What follows belongs to an exercise in optimizing a design on an open flow for small area; a production flow would make more cautious choices. Only simulation tests tie the RTL to the original design; equivalence was not proved.

## flow/run.sh

```bash
#!/bin/bash
# synth_recipe.tcl (not shown) runs the flow's synth.tcl, then flattens the netlist and writes it again
# the make line also repeats each setting of config.mk as NAME=value (left out here)
make -C /OpenROAD-flow-scripts/flow DESIGN_CONFIG=/design/flow/config.mk WORK_HOME=/design/flow/orfs CLKGATE_MAP_FILE= SYNTH_SCRIPT=/design/flow/synth_recipe.tcl finish
```

## flow/config.mk

```make
export PLATFORM = sky130hd
export DESIGN_NAME = pulsing_led_level_controller_unit
export DESIGN_NICKNAME = pulsing_led_level_controller_unit
export VERILOG_FILES = /design/flow/design.v
export SDC_FILE = /design/flow/constraint.sdc
export NUM_CORES = 4
export LEC_CHECK = 0
export CAP_MARGIN = 20
export CORE_MARGIN = 2
export CORE_UTILIZATION = 40
export SLEW_MARGIN = 20
```

## flow/constraint.sdc

```tcl
create_clock -name core_clock -period 11.0 [get_ports {clk_i}]
set_input_delay 2.2000 -clock core_clock [delete_from_list [all_inputs] [get_ports {clk_i}]]
set_output_delay 2.2000 -clock core_clock [all_outputs]
set_load 0.01 [all_outputs]
```

## flow/design.v

```verilog
package plld_pkg;
  localparam int unsigned CmdW      = 2;
  localparam int unsigned TimeW     = 32;
  localparam int unsigned ColorW    = 8;
  localparam int unsigned PeriodW   = 13;
  localparam int unsigned LimitW    = 17;
  localparam int unsigned LevelW    = 18;
  localparam int          LevelMax  = 131071;
  localparam int          LevelMin  = -131072;
  localparam int unsigned IdleMs    = 500;
  localparam int unsigned NumColors = 3;
  localparam int unsigned ColIdxW   = 2;
  localparam int unsigned DivW      = 32;
  localparam int unsigned DivisorW  = PeriodW + 1;
  localparam int unsigned AddrW     = 4;
  localparam int unsigned DataW     = 32;
  localparam logic [PeriodW-1:0] PeriodReset = 13'd2000;
  localparam logic [LimitW-1:0]  LowerReset  = 17'd3277;
  localparam logic [LimitW-1:0]  UpperReset  = 17'd39322;
  localparam logic [LimitW-1:0]  GainReset   = 17'd65536;
  typedef enum logic [CmdW-1:0] {
    CMD_TICK  = 2'd0,
    CMD_START = 2'd1,
    CMD_STOP  = 2'd2,
    CMD_COLOR = 2'd3
  } cmd_e;
  typedef enum logic [1:0] {
    REG_PERIOD = 2'd0,
    REG_LOWER  = 2'd1,
    REG_UPPER  = 2'd2,
    REG_GAIN   = 2'd3
  } reg_idx_e;
  typedef struct packed {
    logic [PeriodW-1:0] period;
    logic [LimitW-1:0]  lower;
    logic [LimitW-1:0]  upper;
    logic [LimitW-1:0]  gain;
  } cfg_t;
  typedef struct packed {
    logic               load;
    logic               div_start;
    logic               div_map;
    logic               t_cap;
    logic               wave_cap;
    logic               upd;
    logic               lg_cap;
    logic               col_cap;
    logic [ColIdxW-1:0] col_idx;
    logic               out_load;
  } ctrl_cmd_t;
  typedef struct packed {
    cmd_e cmd;
    logic period_zero;
    logic div_done;
    logic out_busy;
  } dp_sts_t;
endpackage
module plld_div (
  input  logic                          clk_i,
  input  logic                          rst_ni,
  input  logic                          start_i,
  input  logic [plld_pkg::DivW-1:0]     dividend_i,
  input  logic [plld_pkg::DivisorW-1:0] divisor_i,
  output logic                          done_o,
  output logic [plld_pkg::DivW-1:0]     quo_o,
  output logic [plld_pkg::DivisorW-1:0] rem_o
);
  localparam int unsigned DivW = plld_pkg::DivW;
  localparam int unsigned DivisorW = plld_pkg::DivisorW;
  localparam int unsigned CntW = $clog2(DivW);
  logic                busy_q, busy_d;
  logic                done_q, done_d;
  logic [CntW-1:0]     cnt_q, cnt_d;
  logic [DivW-1:0]     quo_q, quo_d;
  logic [DivisorW-1:0] rem_q, rem_d;
  logic [DivisorW-1:0] dsr_q, dsr_d;
  logic [DivisorW:0]   rem_sh;
  logic [DivisorW:0]   rem_sub;
  logic                ge;
  assign rem_sh  = {rem_q, quo_q[DivW-1]};
  assign rem_sub = rem_sh - {1'b0, dsr_q};
  assign ge      = rem_sh >= {1'b0, dsr_q};
  always_comb begin
    busy_d = busy_q;
    done_d = 1'b0;
    cnt_d  = cnt_q;
    quo_d  = quo_q;
    rem_d  = rem_q;
    dsr_d  = dsr_q;
    if (start_i) begin
      busy_d = 1'b1;
      cnt_d  = '0;
      quo_d  = dividend_i;
      rem_d  = '0;
      dsr_d  = divisor_i;
    end else if (busy_q) begin
      rem_d = ge ? rem_sub[DivisorW-1:0] : rem_sh[DivisorW-1:0];
      quo_d = {quo_q[DivW-2:0], ge};
      cnt_d = cnt_q + 1'b1;
      if (cnt_q == CntW'(DivW - 1)) begin
        busy_d = 1'b0;
        done_d = 1'b1;
      end
    end
  end
  always_ff @(posedge clk_i or negedge rst_ni) begin
    if (!rst_ni) begin
      busy_q <= 1'b0;
      done_q <= 1'b0;
      cnt_q  <= '0;
    end else begin
      busy_q <= busy_d;
      done_q <= done_d;
      cnt_q  <= cnt_d;
    end
  end
  always_ff @(posedge clk_i) begin
    quo_q <= quo_d;
    rem_q <= rem_d;
    dsr_q <= dsr_d;
  end
  assign done_o = done_q;
  assign quo_o  = quo_q;
  assign rem_o  = rem_q;
endmodule
module plld_regs (
  input  logic                       clk_i,
  input  logic                       rst_ni,
  input  logic                       psel,
  input  logic                       penable,
  input  logic                       pwrite,
  input  logic [plld_pkg::AddrW-1:0] paddr,
  input  logic [plld_pkg::DataW-1:0] pwdata,
  output logic [plld_pkg::DataW-1:0] prdata,
  output logic                       pready,
  output plld_pkg::cfg_t             cfg_o
);
  localparam int unsigned PeriodW = plld_pkg::PeriodW;
  localparam int unsigned LimitW = plld_pkg::LimitW;
  localparam int unsigned AddrW = plld_pkg::AddrW;
  localparam int unsigned DataW = plld_pkg::DataW;
  localparam logic [PeriodW-1:0] PeriodReset = plld_pkg::PeriodReset;
  localparam logic [LimitW-1:0] LowerReset = plld_pkg::LowerReset;
  localparam logic [LimitW-1:0] UpperReset = plld_pkg::UpperReset;
  localparam logic [LimitW-1:0] GainReset = plld_pkg::GainReset;
  plld_pkg::cfg_t     cfg_q, cfg_d;
  plld_pkg::reg_idx_e idx;
  logic     wr_en;
  assign idx    = plld_pkg::reg_idx_e'(paddr[AddrW-1:2]);
  assign wr_en  = psel && penable && pwrite;
  assign pready = 1'b1;
  assign cfg_o  = cfg_q;
  always_comb begin
    cfg_d = cfg_q;
    if (wr_en) begin
      unique case (idx)
        plld_pkg::REG_PERIOD: cfg_d.period = pwdata[PeriodW-1:0];
        plld_pkg::REG_LOWER:  cfg_d.lower  = pwdata[LimitW-1:0];
        plld_pkg::REG_UPPER:  cfg_d.upper  = pwdata[LimitW-1:0];
        plld_pkg::REG_GAIN:   cfg_d.gain   = pwdata[LimitW-1:0];
        default:    cfg_d = cfg_q;
      endcase
    end
  end
  always_comb begin
    unique case (idx)
      plld_pkg::REG_PERIOD: prdata = DataW'(cfg_q.period);
      plld_pkg::REG_LOWER:  prdata = DataW'(cfg_q.lower);
      plld_pkg::REG_UPPER:  prdata = DataW'(cfg_q.upper);
      plld_pkg::REG_GAIN:   prdata = DataW'(cfg_q.gain);
      default:    prdata = '0;
    endcase
  end
  always_ff @(posedge clk_i or negedge rst_ni) begin
    if (!rst_ni) begin
      cfg_q.period <= PeriodReset;
      cfg_q.lower  <= LowerReset;
      cfg_q.upper  <= UpperReset;
      cfg_q.gain   <= GainReset;
    end else begin
      cfg_q <= cfg_d;
    end
  end
endmodule
module plld_ctrl (
  input  logic                clk_i,
  input  logic                rst_ni,
  input  logic                in_valid_i,
  output logic                in_ready_o,
  input  plld_pkg::dp_sts_t   sts_i,
  output plld_pkg::ctrl_cmd_t ctrl_o
);
  localparam int unsigned NumColors = plld_pkg::NumColors;
  localparam int unsigned ColIdxW = plld_pkg::ColIdxW;
  typedef enum logic [11:0] {
    S_IDLE = 12'b0000_0000_0001,
    S_DISP = 12'b0000_0000_0010,
    S_MOD  = 12'b0000_0000_0100,
    S_MODW = 12'b0000_0000_1000,
    S_TCAP = 12'b0000_0001_0000,
    S_MAP  = 12'b0000_0010_0000,
    S_MAPW = 12'b0000_0100_0000,
    S_WAVE = 12'b0000_1000_0000,
    S_UPD  = 12'b0001_0000_0000,
    S_LG   = 12'b0010_0000_0000,
    S_COL  = 12'b0100_0000_0000,
    S_OUT  = 12'b1000_0000_0000
  } state_e;
  state_e             state_q, state_d;
  logic [ColIdxW-1:0] chan_q, chan_d;
  always_comb begin
    state_d    = state_q;
    chan_d     = chan_q;
    in_ready_o = 1'b0;
    ctrl_o     = '0;
    ctrl_o.col_idx = chan_q;
    unique case (state_q)
      S_IDLE: begin
        in_ready_o = 1'b1;
        if (in_valid_i) begin
          ctrl_o.load = 1'b1;
          state_d     = S_DISP;
        end
      end
      S_DISP: begin
        unique case (sts_i.cmd)
          plld_pkg::CMD_TICK:  state_d = sts_i.period_zero ? S_UPD : S_MOD;
          plld_pkg::CMD_START: state_d = S_UPD;
          plld_pkg::CMD_STOP:  state_d = S_UPD;
          plld_pkg::CMD_COLOR: state_d = S_LG;
          default:   state_d = S_UPD;
        endcase
      end
      S_MOD: begin
        ctrl_o.div_start = 1'b1;
        state_d          = S_MODW;
      end
      S_MODW: begin
        if (sts_i.div_done) state_d = S_TCAP;
      end
      S_TCAP: begin
        ctrl_o.t_cap = 1'b1;
        state_d      = S_MAP;
      end
      S_MAP: begin
        ctrl_o.div_start = 1'b1;
        ctrl_o.div_map   = 1'b1;
        state_d          = S_MAPW;
      end
      S_MAPW: begin
        if (sts_i.div_done) state_d = S_WAVE;
      end
      S_WAVE: begin
        ctrl_o.wave_cap = 1'b1;
        state_d         = S_UPD;
      end
      S_UPD: begin
        ctrl_o.upd = 1'b1;
        state_d    = S_OUT;
      end
      S_LG: begin
        ctrl_o.lg_cap = 1'b1;
        chan_d        = '0;
        state_d       = S_COL;
      end
      S_COL: begin
        ctrl_o.col_cap = 1'b1;
        if (chan_q == ColIdxW'(NumColors - 1)) begin
          chan_d  = '0;
          state_d = S_OUT;
        end else begin
          chan_d = chan_q + 1'b1;
        end
      end
      S_OUT: begin
        if (!sts_i.out_busy) begin
          ctrl_o.out_load = 1'b1;
          state_d         = S_IDLE;
        end
      end
      default: state_d = S_IDLE;
    endcase
  end
  always_ff @(posedge clk_i or negedge rst_ni) begin
    if (!rst_ni) begin
      state_q <= S_IDLE;
      chan_q  <= '0;
    end else begin
      state_q <= state_d;
      chan_q  <= chan_d;
    end
  end
endmodule
module plld_dp #(
  parameter int unsigned TIME_BITS       = 32,
  parameter int unsigned LEVEL_FRAC_BITS = 16
) (
  input  logic                               clk_i,
  input  logic                               rst_ni,
  input  plld_pkg::cfg_t                     cfg_i,
  input  plld_pkg::ctrl_cmd_t                ctrl_i,
  output plld_pkg::dp_sts_t                  sts_o,
  input  logic [plld_pkg::CmdW-1:0]          command_i,
  input  logic [plld_pkg::TimeW-1:0]         now_ms_i,
  input  logic [plld_pkg::TimeW-1:0]         last_point_ms_i,
  input  logic [plld_pkg::ColorW-1:0]        red_i,
  input  logic [plld_pkg::ColorW-1:0]        green_i,
  input  logic [plld_pkg::ColorW-1:0]        blue_i,
  input  logic                               out_ready_i,
  output logic                               out_valid_o,
  output logic signed [plld_pkg::LevelW-1:0] level_o,
  output logic                               pulsing_o,
  output logic [plld_pkg::ColorW-1:0]        red_o,
  output logic [plld_pkg::ColorW-1:0]        green_o,
  output logic [plld_pkg::ColorW-1:0]        blue_o
);
  localparam int unsigned TimeW = plld_pkg::TimeW;
  localparam int unsigned ColorW = plld_pkg::ColorW;
  localparam int unsigned PeriodW = plld_pkg::PeriodW;
  localparam int unsigned LimitW = plld_pkg::LimitW;
  localparam int unsigned LevelW = plld_pkg::LevelW;
  localparam int LevelMax = plld_pkg::LevelMax;
  localparam int LevelMin = plld_pkg::LevelMin;
  localparam int unsigned IdleMs = plld_pkg::IdleMs;
  localparam int unsigned ColIdxW = plld_pkg::ColIdxW;
  localparam int unsigned DivW = plld_pkg::DivW;
  localparam int unsigned DivisorW = plld_pkg::DivisorW;
  localparam int unsigned WideW     = LevelW + 2;
  localparam int unsigned TW        = PeriodW;
  localparam int unsigned ProdW     = LimitW + PeriodW;
  localparam int unsigned LgW       = 2 * LimitW;
  localparam int unsigned ColProdW  = ColorW + LgW;
  localparam int unsigned ColShift  = 2 * LEVEL_FRAC_BITS;
  localparam int unsigned DecayStep = ((1 << LEVEL_FRAC_BITS) + 50) / 100;
  localparam logic signed [WideW-1:0]  WideMax  = WideW'(LevelMax);
  localparam logic signed [WideW-1:0]  WideMin  = WideW'(LevelMin);
  localparam logic signed [LevelW-1:0] LevelOne = (LEVEL_FRAC_BITS >= LevelW - 1) ?
                                                  LevelW'(LevelMax) :
                                                  LevelW'(1 << LEVEL_FRAC_BITS);
  function automatic logic signed [LevelW-1:0] sat_lvl(input logic signed [WideW-1:0] v);
    logic signed [LevelW-1:0] r;
    if (v > WideMax) begin
      r = LevelW'(LevelMax);
    end else if (v < WideMin) begin
      r = LevelW'(LevelMin);
    end else begin
      r = v[LevelW-1:0];
    end
    sat_lvl = r;
  endfunction
  plld_pkg::cmd_e                cmd_q;
  logic [TimeW-1:0]    now_q;
  logic [TimeW-1:0]    last_q;
  logic [ColorW-1:0]   rin_q, gin_q, bin_q;
  logic signed [LevelW-1:0] level_q, level_d;
  logic                     pulsing_q, pulsing_d;
  logic signed [LevelW-1:0] wave_q;
  logic [ProdW-1:0]         prod_mag_q;
  logic                     prod_neg_q;
  logic [LgW-1:0]           lg_q;
  logic [ColorW-1:0]        colr_q, colg_q, colb_q;
  logic                     out_valid_q, out_valid_d;
  logic signed [LevelW-1:0] out_level_q;
  logic                     out_pulsing_q;
  logic [ColorW-1:0]        out_r_q, out_g_q, out_b_q;
  logic [DivW-1:0]     div_dividend;
  logic [DivisorW-1:0] div_divisor;
  logic                div_done;
  logic [DivW-1:0]     div_quo;
  logic [DivisorW-1:0] div_rem;
  assign div_dividend = ctrl_i.div_map ? DivW'(prod_mag_q) : now_q;
  assign div_divisor  = ctrl_i.div_map ? {1'b0, cfg_i.period} : {cfg_i.period, 1'b0};
  plld_div u_div (
    .clk_i      (clk_i),
    .rst_ni     (rst_ni),
    .start_i    (ctrl_i.div_start),
    .dividend_i (div_dividend),
    .divisor_i  (div_divisor),
    .done_o     (div_done),
    .quo_o      (div_quo),
    .rem_o      (div_rem)
  );
  logic [DivisorW-1:0]      per_ext;
  logic [DivisorW-1:0]      t_full;
  logic [TW-1:0]            t_val;
  logic signed [LevelW-1:0] diff;
  logic [LevelW-1:0]        diff_abs;
  logic [ProdW-1:0]         prod;
  assign per_ext  = {1'b0, cfg_i.period};
  assign t_full   = (div_rem >= per_ext) ? (div_rem - per_ext) : (per_ext - div_rem);
  assign t_val    = t_full[TW-1:0];
  assign diff     = $signed({1'b0, cfg_i.upper}) - $signed({1'b0, cfg_i.lower});
  assign diff_abs = diff[LevelW-1] ? LevelW'(-diff) : LevelW'(diff);
  assign prod     = diff_abs[LimitW-1:0] * t_val;
  logic signed [WideW-1:0] lo_w;
  logic signed [WideW-1:0] q_w;
  logic signed [WideW-1:0] wave_sum;
  assign lo_w     = $signed(WideW'(cfg_i.lower));
  assign q_w      = $signed(WideW'(div_quo[LimitW-1:0]));
  assign wave_sum = prod_neg_q ? (lo_w - q_w) : (lo_w + q_w);
  logic [TIME_BITS-1:0]     elapsed;
  logic signed [WideW-1:0]  lvl_w;
  logic signed [WideW-1:0]  dec_w;
  logic signed [LevelW-1:0] dec_lvl;
  assign elapsed = TIME_BITS'(now_q) - TIME_BITS'(last_q);
  assign lvl_w   = {{(WideW - LevelW){level_q[LevelW-1]}}, level_q};
  assign dec_w   = lvl_w - $signed(WideW'(DecayStep));
  assign dec_lvl = sat_lvl(dec_w);
  always_comb begin
    level_d   = level_q;
    pulsing_d = pulsing_q;
    unique case (cmd_q)
      plld_pkg::CMD_TICK: begin
        if (!pulsing_q && (elapsed > TIME_BITS'(IdleMs))) begin
          level_d = dec_lvl;
          if (dec_lvl < wave_q) pulsing_d = 1'b1;
        end
        if (pulsing_d) level_d = wave_q;
      end
      plld_pkg::CMD_START: pulsing_d = 1'b1;
      plld_pkg::CMD_STOP: begin
        pulsing_d = 1'b0;
        level_d   = LevelOne;
      end
      plld_pkg::CMD_COLOR: level_d = level_q;
      default:   level_d = level_q;
    endcase
  end
  logic [ColorW-1:0]   col_in;
  logic [ColProdW-1:0] col_prod;
  logic [ColProdW-1:0] col_shift;
  logic [ColorW-1:0]   col_val;
  logic                level_pos;
  always_comb begin
    unique case (ctrl_i.col_idx)
      ColIdxW'(0): col_in = rin_q;
      ColIdxW'(1): col_in = gin_q;
      ColIdxW'(2): col_in = bin_q;
      default:     col_in = '0;
    endcase
  end
  assign level_pos = !level_q[LevelW-1] && (level_q != '0);
  assign col_prod  = col_in * lg_q;
  assign col_shift = col_prod >> ColShift;
  assign col_val   = !level_pos ? '0 :
                     (col_shift > ColProdW'({ColorW{1'b1}})) ? {ColorW{1'b1}} :
                     col_shift[ColorW-1:0];
  always_ff @(posedge clk_i) begin
    if (ctrl_i.load) begin
      cmd_q  <= plld_pkg::cmd_e'(command_i);
      now_q  <= now_ms_i;
      last_q <= last_point_ms_i;
      rin_q  <= red_i;
      gin_q  <= green_i;
      bin_q  <= blue_i;
      wave_q <= $signed({1'b0, cfg_i.lower});
      colr_q <= '0;
      colg_q <= '0;
      colb_q <= '0;
    end
    if (ctrl_i.t_cap) begin
      prod_mag_q <= prod;
      prod_neg_q <= diff[LevelW-1];
    end
    if (ctrl_i.wave_cap) wave_q <= sat_lvl(wave_sum);
    if (ctrl_i.lg_cap) lg_q <= level_q[LimitW-1:0] * cfg_i.gain;
    if (ctrl_i.col_cap) begin
      unique case (ctrl_i.col_idx)
        ColIdxW'(0): colr_q <= col_val;
        ColIdxW'(1): colg_q <= col_val;
        default:     colb_q <= col_val;
      endcase
    end
    if (ctrl_i.out_load) begin
      out_level_q   <= level_q;
      out_pulsing_q <= pulsing_q;
      out_r_q       <= colr_q;
      out_g_q       <= colg_q;
      out_b_q       <= colb_q;
    end
  end
  always_comb begin
    out_valid_d = out_valid_q;
    if (ctrl_i.out_load) begin
      out_valid_d = 1'b1;
    end else if (out_ready_i) begin
      out_valid_d = 1'b0;
    end
  end
  always_ff @(posedge clk_i or negedge rst_ni) begin
    if (!rst_ni) begin
      level_q     <= '0;
      pulsing_q   <= 1'b1;
      out_valid_q <= 1'b0;
    end else begin
      if (ctrl_i.upd) begin
        level_q   <= level_d;
        pulsing_q <= pulsing_d;
      end
      out_valid_q <= out_valid_d;
    end
  end
  assign sts_o.cmd         = cmd_q;
  assign sts_o.period_zero = (cfg_i.period == '0);
  assign sts_o.div_done    = div_done;
  assign sts_o.out_busy    = out_valid_q && !out_ready_i;
  assign out_valid_o = out_valid_q;
  assign level_o     = out_level_q;
  assign pulsing_o   = out_pulsing_q;
  assign red_o       = out_r_q;
  assign green_o     = out_g_q;
  assign blue_o      = out_b_q;
endmodule
module pulsing_led_level_controller_unit (
  input  logic                       clk_i,
  input  logic                       rst_ni,
  input  logic                       in_valid,
  output logic                       in_ready,
  input  logic [1:0]                 in_command,
  input  logic [31:0]                in_now_ms,
  input  logic [31:0]                in_last_point_ms,
  input  logic [7:0]                 in_red,
  input  logic [7:0]                 in_green,
  input  logic [7:0]                 in_blue,
  output logic                       out_valid,
  input  logic                       out_ready,
  output logic [17:0]                out_level,
  output logic                       out_pulsing,
  output logic [7:0]                 out_red,
  output logic [7:0]                 out_green,
  output logic [7:0]                 out_blue,
  input  logic                       psel,
  input  logic                       penable,
  input  logic                       pwrite,
  input  logic [3:0]                 paddr,
  input  logic [31:0]                pwdata,
  output logic [31:0]                prdata,
  output logic                       pready
);
  localparam int unsigned TIME_BITS       = 32;
  localparam int unsigned LEVEL_FRAC_BITS = 16;
  plld_pkg::cfg_t      cfg;
  plld_pkg::ctrl_cmd_t ctrl;
  plld_pkg::dp_sts_t   sts;
  plld_regs u_regs (
    .clk_i   (clk_i),
    .rst_ni  (rst_ni),
    .psel    (psel),
    .penable (penable),
    .pwrite  (pwrite),
    .paddr   (paddr),
    .pwdata  (pwdata),
    .prdata  (prdata),
    .pready  (pready),
    .cfg_o   (cfg)
  );
  plld_ctrl u_ctrl (
    .clk_i      (clk_i),
    .rst_ni     (rst_ni),
    .in_valid_i (in_valid),
    .in_ready_o (in_ready),
    .sts_i      (sts),
    .ctrl_o     (ctrl)
  );
  plld_dp #(
    .TIME_BITS       (TIME_BITS),
    .LEVEL_FRAC_BITS (LEVEL_FRAC_BITS)
  ) u_dp (
    .clk_i           (clk_i),
    .rst_ni          (rst_ni),
    .cfg_i           (cfg),
    .ctrl_i          (ctrl),
    .sts_o           (sts),
    .command_i       (in_command),
    .now_ms_i        (in_now_ms),
    .last_point_ms_i (in_last_point_ms),
    .red_i           (in_red),
    .green_i         (in_green),
    .blue_i          (in_blue),
    .out_ready_i     (out_ready),
    .out_valid_o     (out_valid),
    .level_o         (out_level),
    .pulsing_o       (out_pulsing),
    .red_o           (out_red),
    .green_o         (out_green),
    .blue_o          (out_blue)
  );
endmodule
```

==> results.sh <==
export IMPL_port_buffers=177
export IMPL_rr_startpoint="u_regs.cfg_q[60]"
export IMPL_rsz0062_at_grt="no"
export IMPL_ios=211
export IMPL_cts_max_path_buffers=3
export IMPL_rrSetupSlack_ps=1280
export IMPL_outcome="no timing/DRC/antenna violations"
export IMPL_crit_path_max_incr_delay_ps=620
export IMPL_hold_viol=0
export IMPL_via_per_inst=5.199
export IMPL_dp_hpwl_um=96390
export IMPL_die_area_sq_mm=0.1194
export IMPL_end_kind="flop"
export IMPL_cp_required_ps=11360
export IMPL_drtIter0Drc=2239
export IMPL_drt_first_pass_iters=5
export IMPL_htreeDepth=2
export IMPL_post_drt_wl_per_cell_um=18.80
export IMPL_final_area_sq_mm=0.05196
export IMPL_clock_sinks=405
export IMPL_maxClockFrequency_mhz=102.9
export IMPL_startpoint_type="flop"
export IMPL_ys_ff_latch=405
export IMPL_synth_cell_area_sq_mm=0.04665
export IMPL_crit_top_cell="fa_1"
export IMPL_drive_gt1_share_pct=6.504
export IMPL_synth_flop_cell="edfxtp_1"
export IMPL_slew_headroom_pct=22.05
export IMPL_antenna_left=0
export IMPL_ys_seq_area_share_pct=24.19
export IMPL_cts_root_buffer="clkbuf_16"
export IMPL_place_gp_congestion=0.9112
export IMPL_reg2reg_to="u_dp.prod_mag_q[28]"
export IMPL_die_w_um=345.5
export IMPL_clk_pin_slew_ps=60
export IMPL_syn_inst=4866
export IMPL_track_usage_pct=20.94
export IMPL_clk_latency_ps=630
export IMPL_numCtsBuffers=51
export IMPL_initial_core_util_pct=40.26
export IMPL_via_count=34070
export IMPL_hold_path_startpoint="u_dp.colg_q[7]"
export IMPL_cts_resized=0
export IMPL_critPathSlowestCell="a2111oi_0"
export IMPL_hold_buffers=0
export IMPL_die_h_um=345.5
export IMPL_wirelength_um=123200
export IMPL_dpl_cell_area_sq_mm=0.05023
export IMPL_rows=125
export IMPL_grt_max_degree=82
export IMPL_ys_types=98
export IMPL_antenna_found_initial=4
export IMPL_cts_tree="yes"
export IMPL_hold_depth=0
export IMPL_critPathMaxFanout=9
export IMPL_fin_nets=6094
export IMPL_finalClockSkew_ps=37.11
export IMPL_r2r_cells=32
export IMPL_worst_slew_pin_slew_ps=1155
export IMPL_finalSetupTns_ps=0
export IMPL_async_flop_share_pct=25.93
export IMPL_final_max_slew_viol_count=0
export IMPL_syn2layout_area_growth_pct=11.36
export IMPL_min_period_ps=9718
export IMPL_grt_pass1_vias=35340
export IMPL_maxCapViolations=0
export IMPL_setup_violations=0
export IMPL_hold_path_class="reg2reg"
export IMPL_syn_avg_cell_area_sq_um=9.588
export IMPL_final_cell_mix="inv_1, fa_1, nand2_1, ha_1, and2_1"
export IMPL_min_to="u_dp.out_g_q[7]"
export IMPL_grt_first_pass_wirelength_um=197500
export IMPL_drc=0
export IMPL_synth_edff_count=262
export IMPL_worstSetupPathType="reg2reg"
export IMPL_min_period_over_period_pct=88.34
export IMPL_synth_warnings=4
export IMPL_critical_path_arrival_ps=10070
export IMPL_globalRouteOverflowTotal=0
export IMPL_cts_setup_buffers=0
export IMPL_final_common_cell="inv_1"
export IMPL_core_area_sq_mm=0.1159
metal layers:
metal / track usage [%] / vias up / part of all wire [%]
li1: - / 16020 / -
met1: 25.77 / 17180 / 41
met2: 37.62 / 686 / 51
met3: 2.001 / 194 / 3.3
met4: 8.342 / 0 / 4.6
met5: 0 / - / 0
metrics by stage:
step                instances  hold WS, ps  utilization (%)  setup WS (ps)
finish                   6554        428.0            44.83           1283
global placement         6456        412.6            43.34           1334
detailed placement       6456        413.2            43.34           1306
CTS                      6552        427.5            44.83           1269
global route             6552        432.2            44.83          563.3
floorplan                4880        408.1                -           2539
Yosys cell counts, types with 11 or more instances:
| library cell | count | area, sq um |
|---|---|---|
| o211ai_1 | 16 | 120.1 |
| nor2b_1 | 24 | 150.1 |
| ha_1 | 389 | 4867 |
| o21bai_1 | 14 | 105.1 |
| a31oi_1 | 25 | 156.4 |
| xnor2_1 | 96 | 840.8 |
| o21ai_2 | 11 | 96.34 |
| nor3_1 | 50 | 250.2 |
| nor2_1 | 275 | 1032 |
| a21oi_1 | 195 | 975.9 |
| xor2_1 | 60 | 525.5 |
| nand4_1 | 24 | 150.1 |
| o21ai_0 | 208 | 1041 |
| dfstp_2 | 24 | 630.6 |
| inv_1 | 811 | 3044 |
| or3_1 | 26 | 162.7 |
| a211oi_1 | 24 | 180.2 |
| mux2i_1 | 88 | 880.8 |
| dfrtp_1 | 81 | 2027 |
| nand3_1 | 45 | 225.2 |
| a21o_1 | 56 | 420.4 |
| edfxtp_1 | 262 | 7868 |
| nand2b_1 | 61 | 381.6 |
| or2_2 | 28 | 175.2 |
| fa_1 | 587 | 11750 |
| mux4_2 | 13 | 292.8 |
| and2_1 | 358 | 2240 |
| buf_2 | 12 | 60.06 |
| o21a_1 | 33 | 247.7 |
| mux2_2 | 47 | 529.3 |
| clkbuf_1 | 156 | 585.6 |
| nor4_1 | 23 | 143.9 |
| dfxtp_1 | 38 | 760.7 |
| buf_4 | 16 | 120.1 |
| nand2_1 | 469 | 1760 |
| and3_1 | 20 | 125.1 |
worst max path at each step:
stage	from	endpoint	slack (ps)
after floorplan	u_regs.cfg_q[60]	u_dp.prod_mag_q[28]	2540
after global placement	u_regs.cfg_q[60]	u_dp.prod_mag_q[28]	1330
after detailed placement	u_regs.cfg_q[60]	u_dp.prod_mag_q[28]	1310
after CTS	u_regs.cfg_q[60]	u_dp.prod_mag_q[28]	1270
after global routing	u_regs.cfg_q[35]	u_dp.prod_mag_q[28]	560
final	u_regs.cfg_q[60]	u_dp.prod_mag_q[28]	1280
cell families (layout without fill, tap and decap cells):
| logic type | after synthesis | after routing | synth area share, % |
|---|---|---|---|
| adder cells (fa/ha/maj) | 976 | 976 | 35.62 |
| buffers and inverters | 1011 | 1159 | 8.391 |
| AND/OR/NAND/NOR | 1446 | 1446 | 15.36 |
| XOR/XNOR | 157 | 157 | 2.963 |
| other | 2 | 18 | 0.01610 |
| flip-flops | 405 | 405 | 24.19 |
| AO/OA/AOI/OAI | 719 | 719 | 9.762 |
| multiplexers | 150 | 150 | 3.698 |
sequential cells by signal (all words and copies together), names as in the netlist, 14 cells and up:
register,flops
u_dp.u_div.dsr_q,14
u_dp.wave_q,18
u_dp.last_q,32
u_dp.out_level_q,18
u_dp.u_div.quo_q,32
u_dp.now_q,32
u_dp.prod_mag_q,30
u_dp.level_q,18
u_regs.cfg_q,64
u_dp.lg_q,34
u_dp.u_div.rem_q,14
final cells by class:
cell class	instances	area, sq um
inverter	811	3044
fill	11090	63940
tap	1524	1907
clock buffer	67	1418
sequential	405	11290
multi-input combinational	3464	31660
antenna	2	5.005
timing repair buffer	252	2332
clock inverter	29	304.0
critical path: cells and delay by family (launching register included):
family / cells / cell delay (ps)
multiplexers: 1 / 420
adder cells (fa/ha/maj): 7 / 3280
flip-flops: 1 / 580
buffers and inverters: 3 / 180
AND/OR/NAND/NOR: 3 / 320
XOR/XNOR: 2 / 680
AO/OA/AOI/OAI: 16 / 4000

==> static timing again, ports no longer ideal <==
The results above use ideal ports. As a check the final layout listed here was re-extracted and re-timed, cells and wires unchanged.
Step 1, drivers: a clkbuf_16 drives clk_i and a buf_2 each remaining input, both assumed.
Step 2 moves the port delays by t, midway between the first and last clock arrival at a register: inputs arrive t later, outputs are due t later. That takes back most of the time a late clock gives input paths.
a / b / c = ideal ports / drivers / drivers and shift; a / b = the first two.
t, ns: 0.677
setup WS [ns]: 1.283 / 1.283 / 1.283
worst slew at a driven data input, ns: 0.07
cell pins on the clock port's net: 1
After both steps setup and hold are still met in this run. For this run, drivers alone change the setup slack by 0.000 ns; drivers and shift together by 0.000 ns.
